Source: an optimization exercise on an open RTL-to-GDS flow (aim: small area and a short achievable clock period). Production flows keep margins and buffers that such runs may drop. At most, simulation tests tie the RTL to the original design; equivalence was not proved. Power is estimated from default activity; no workload was simulated.

## lane 1
// ahb_timer
module ahb_timer #(
  parameter  int TIMERS      = 3,
  localparam int TIMER_IDX_W = (TIMERS > 1) ? $clog2(TIMERS) : 1
)
(
  input  logic                        HCLK,
  input  logic                        HRESETn,
  input  logic                        HSEL,
  input  logic [ahb_pkg::HADDR_W-1:0] HADDR,
  input  logic [ahb_pkg::HDATA_W-1:0] HWDATA,
  output logic [ahb_pkg::HDATA_W-1:0] HRDATA,
  input  logic                        HWRITE,
  input  logic [2:0]                  HSIZE,
  input  logic [2:0]                  HBURST,
  input  logic [3:0]                  HPROT,
  input  logic [1:0]                  HTRANS,
  output logic                        HREADYOUT,
  input  logic                        HREADY,
  output logic                        HRESP,
  output logic                        tint
);
For scale: about 2100 cells after synthesis, ~370 flip-flops, about 0.020 sq mm of cells after synthesis.
export LEC_CHECK = 0
export CAP_MARGIN = 20
export CORE_MARGIN = 2
export CORE_UTILIZATION = 50
export CTS_BUF_LIST = sky130_fd_sc_hd__clkbuf_16
export CTS_CLUSTER_DIAMETER = 60
export CTS_CLUSTER_SIZE = 30
export SLEW_MARGIN = 20
export SYNTH_HIERARCHICAL = 1
create_clock -name core_clock -period 8.0 [get_ports {HCLK}]
standard.sh (not shown) runs the stock make flow with config.mk's settings and CLKGATE_MAP_FILE= SYNTH_SCRIPT=/design/flow/synth_recipe.tcl, a recipe that flattens the netlist after the stock synthesis.
==> flow/flow/run.sh <==
#!/bin/bash
# Standard layout, but with a plain buffer on every port instead of the
# delay cell that buffer_ports picks on its own
set -euo pipefail
export BUFFER_PORTS_ARGS="-buffer_cell sky130_fd_sc_hd__buf_2"
# Timing repair aims past the 8 ns constraint
export SETUP_SLACK_MARGIN=5.3
bash standard.sh > standard.log 2>&1
Input changes introduced in lane 2 (baseline for comparison: lane 1):
--- a/flow/flow/run.sh
+++ b/flow/flow/run.sh
@@ -7 +7 @@
-export SETUP_SLACK_MARGIN=5.3
+export SETUP_SLACK_MARGIN=5.5
Results
tint$_DFF_PN0_ as the critical path startpoint was reported by lane 2, and time_val[48]$_DFFE_PN0P_ by lane 1.
Relative to lane 1, sequential portion of the cell area has gone down in lane 2.
For lane 1, the worst setup path endpoint was time_val[63]$_DFFE_PN0P_, unlike lane 2, where it was tint.
Run comparison: lane 1 most common cell after layout, fill and taps aside sky130_fd_sc_hd__dfrtp_1; lane 2 most common cell after layout, fill and taps aside sky130_fd_sc_hd__a22o_1
Compared lane 2 vs lane 1, and part of the total power dissipated in combinational logic is up in lane 2.
Maximum number of pins on one net before global-route repair, lane 2 and lane 1, higher one = lane 1.
Post-CTS clock slew at the launch and capture registers of the worst setup and hold paths delta (lane 1 -> lane 2): insignificant
Lane 1 → lane 2: switching part of the total power has increased; clock network area share neither gained nor lost much; hold slack about even; total routed wirelength +2.1%; number of buffers outside the clock class in the layout rose about 10%.
Changes observed in lane 2 relative to lane 1: worst path setup slack after routing now sits higher, logic depth of the worst path, buffers included went down by 4.
Modified inputs, lane 3 compared to lane 2
--- a/flow/flow/run.sh
+++ b/flow/flow/run.sh
@@ -7,0 +8,2 @@
+# Clock tree without the dummy loads CTS adds for balance
+export CTS_ARGS="-sink_clustering_enable -repair_clock_nets -sink_clustering_size 30 -sink_clustering_max_diameter 60 -buf_list sky130_fd_sc_hd__clkbuf_16 -dont_use_dummy_load"
Result for lane 2 and lane 3: all clean. The lower clock power of lane 2 and lane 3 is in lane 3. Overall track demand over capacity in global routing (lane 3 over lane 2): increase, 0.18 points. Start point of the critical path: tint$_DFF_PN0_ -> lane 2, HRDATA[3]$_DFF_P_ -> lane 3. In the tables for lane 2 and lane 3, relative area change from synthesis to final layout reads lower with lane 3.
No run of this note included a check of the RTL's function; only the layout flow was run.

---

== sierra ==
ahb_timer, a different RTL version from the one above (not shown whole).
For scale: about 17000 µm² of cells after synthesis.
## ahb_timer
module ahb_timer #(
  parameter  int TIMERS      = 3,
  localparam int TIMER_IDX_W = (TIMERS > 1) ? $clog2(TIMERS) : 1
)
(
  input  logic                        HCLK,
  input  logic                        HRESETn,
  input  logic                        HSEL,
  input  logic [ahb_pkg::HADDR_W-1:0] HADDR,
  input  logic [ahb_pkg::HDATA_W-1:0] HWDATA,
  output logic [ahb_pkg::HDATA_W-1:0] HRDATA,
  input  logic                        HWRITE,
  input  logic [2:0]                  HSIZE,
  input  logic [2:0]                  HBURST,
  input  logic [3:0]                  HPROT,
  input  logic [1:0]                  HTRANS,
  output logic                        HREADYOUT,
  input  logic                        HREADY,
  output logic                        HRESP,
  output logic                        tint
);
Settings: LEC_CHECK=0, CAP_MARGIN=20, CORE_MARGIN=2, CORE_UTILIZATION=50, CTS_BUF_LIST=sky130_fd_sc_hd__clkbuf_16, CTS_CLUSTER_DIAMETER=60, CTS_CLUSTER_SIZE=30, GPL_ROUTABILITY_DRIVEN=0, SLEW_MARGIN=20, SYNTH_HIERARCHICAL=1; clock period 8.0 ns.
==> flow/flow/run.sh <==
#!/bin/bash
# Standard layout, but with a plain buffer on every port instead of the
# delay cell that buffer_ports picks on its own
set -euo pipefail
export BUFFER_PORTS_ARGS="-buffer_cell sky130_fd_sc_hd__buf_2"
# Timing repair aims past the 8 ns constraint
export SETUP_SLACK_MARGIN=5.5
# Clock tree without the dummy loads CTS adds for balance
export CTS_ARGS="-sink_clustering_enable -repair_clock_nets -sink_clustering_size 30 -sink_clustering_max_diameter 60 -buf_list sky130_fd_sc_hd__clkbuf_16 -dont_use_dummy_load"
bash standard.sh > standard.log 2>&1
sierra | stages: all done | timing, DRC, antenna: all pass
Input changes introduced in nickel (baseline for comparison: sierra):
- GPL_ROUTABILITY_DRIVEN removed (was 0)
diff --git a/flow/flow/run.sh b/flow/flow/run.sh
--- a/flow/flow/run.sh
+++ b/flow/flow/run.sh
@@ -7,0 +8,2 @@
+# Downsize gates off the critical paths after timing repair
+export RECOVER_POWER=100
--- outcome ---
Looking across nickel and sierra, the single run that reached the end with no open violations was sierra.
What the final checks of nickel revealed, after a flow that finished every stage, was a layout that fails on max-capacitance violations, max-slew violations.
For the minimum hold slack, nickel came in 0.018 ns higher than sierra did.
Between nickel and sierra, shortest clock period the worst path allows after layout is lower for sierra, nickel comes in above that.
Diff nickel..sierra | synthesized cell count | unchanged
From sierra to nickel the numbers moved as follows: sum of net half-perimeters after detailed placement shows an increase of about 1.4%, number of rows in the core area did not really move, count of filler cells inserted in the layout +131, overall power of the completed layout held.
Re wire length of the first global-routing pass: nickel is 0.93% up on sierra.
On setup slack on the worst flop-to-flop path, the lower figure sits with nickel, not sierra.
Input-level comparison between violet and nickel:
- setting TNS_END_PERCENT to 20 for the first time
diff --git a/flow/flow/run.sh b/flow/flow/run.sh
--- a/flow/flow/run.sh
+++ b/flow/flow/run.sh
@@ -8,2 +7,0 @@
-# Downsize gates off the critical paths after timing repair
-export RECOVER_POWER=100
### Flow results
violet completed; timing, DRC and antenna clean. Going from nickel to violet, total met2 wirelength after detailed routing shrinks by 0.84%. nickel → violet: share of layout cells above drive strength 1 saw an increase; via density per instance comparable; share of the clock period used by the worst path after layout shows a reduction of 18 points; global-route met3 utilization up 0.81 points. violet vs nickel: pre-CTS setup slack up in violet. Compared to nickel, violet shows a wider setup margin. violet ended up with sky130_fd_sc_hd__a222oi_1 as its master of the slowest instance on the critical path; nickel ended up with sky130_fd_sc_hd__o21ai_0.
Input changes introduced in xenon (baseline for comparison: violet):
- setting PLACE_DENSITY to 0.72 for the first time
- removing TNS_END_PERCENT (formerly 20)
- changing CORE_UTILIZATION from 50 to 65
[xenon] number of global-route vias before repair rose 580 relative to violet
reg -> reg as the start-to-end type of the worst setup path was reported by xenon, and in -> reg by violet.
Going from violet to xenon, the die area was shrunk.
violet → xenon: cell area after layout climbed about 2.7%; minimum setup slack in the final design climbed 0.051 ns; required arrival time at the worst endpoint climbed 0.11 ns.
--- input diff xenon..lagoon ---
- removing PLACE_DENSITY (formerly 0.72)
- changing CORE_UTILIZATION from 65 to 50
diff --git a/flow/flow/run.sh b/flow/flow/run.sh
--- a/flow/flow/run.sh
+++ b/flow/flow/run.sh
@@ -9 +9 @@
-export CTS_ARGS="-sink_clustering_enable -repair_clock_nets -sink_clustering_size 30 -sink_clustering_max_diameter 60 -buf_list sky130_fd_sc_hd__clkbuf_16 -dont_use_dummy_load"
+export CTS_ARGS="-sink_clustering_enable -repair_clock_nets -sink_clustering_size 25 -sink_clustering_max_diameter 100 -buf_list sky130_fd_sc_hd__clkbuf_16 -dont_use_dummy_load"
- Between xenon and lagoon, the fraction of standard cell area in multi-input logic is lower for xenon.
- lagoon vs. xenon: die outline height went up; worst setup slack saw a decrease.
- Against xenon, lagoon comes in 2.1 points lower on headroom to the max-slew limit.
- xenon → lagoon: area taken by flip-flops and latches held, final standard cell count with taps included and fillers excluded went up 101, utilization went down 20 points.
Inputs modified between lagoon and tundra:
- swapping 50 for 35 in CORE_UTILIZATION
diff --git a/flow/flow/run.sh b/flow/flow/run.sh
--- a/flow/flow/run.sh
+++ b/flow/flow/run.sh
@@ -9 +9 @@
-export CTS_ARGS="-sink_clustering_enable -repair_clock_nets -sink_clustering_size 25 -sink_clustering_max_diameter 100 -buf_list sky130_fd_sc_hd__clkbuf_16 -dont_use_dummy_load"
+export CTS_ARGS="-sink_clustering_enable -repair_clock_nets -sink_clustering_size 30 -sink_clustering_max_diameter 60 -buf_list sky130_fd_sc_hd__clkbuf_16 -dont_use_dummy_load"
==> comparison <==
Internal power summed over all cells, tundra vs lagoon: up by more than 10%. tundra reached the final stage; the timing, design-rule and antenna checks on its layout passed. The higher proportion of total power due to net switching came out of lagoon. Summary of the comparison: met3 usage is lower in tundra, relative to lagoon. From lagoon to tundra the numbers moved as follows: area fraction of clock buffers and clock inverters rose by 1.4 points; overall power of the completed layout rose by 0.31 mW.

## separate check: timing with driven ports
No port has a modelled driver above. Below, the same layouts with a new extraction and two added sets of constraints.
Step 1, drivers: a clkbuf_16 drives HCLK and a buf_2 each remaining input, both assumed.
Step 2 also shifts input and output timing later by t, the mid clock arrival at the registers, as if the neighbouring blocks saw the same clock.
a / b / c = ideal / step 1 / step 2; a / b = the first two.
run	shift t [ns]	setup slack, ns	worst slew at a driven data input, ns
lane 1	0.618	5.271 / 5.271 / 4.750	0.05
lane 2	0.633	5.328 / 5.272 / 4.815	0.06
lane 3	0.626	5.358 / 5.299 / 4.861	0.06
sierra	0.621	5.331 / 5.278 / 4.744	0.12
nickel	0.622	3.785 / 3.785 / 3.315	0.05
violet	0.558	5.222 / 5.222 / 4.664	0.05
xenon	0.611	5.273 / 5.268 / 4.734	0.06
lagoon	0.593	5.264 / 5.285 / 4.693	0.10
tundra	0.639	5.249 / 5.256 / 4.618	0.13
The setup slack of tundra, which loses most, moves by +0.007 ns with the drivers and by -0.631 ns with both steps.
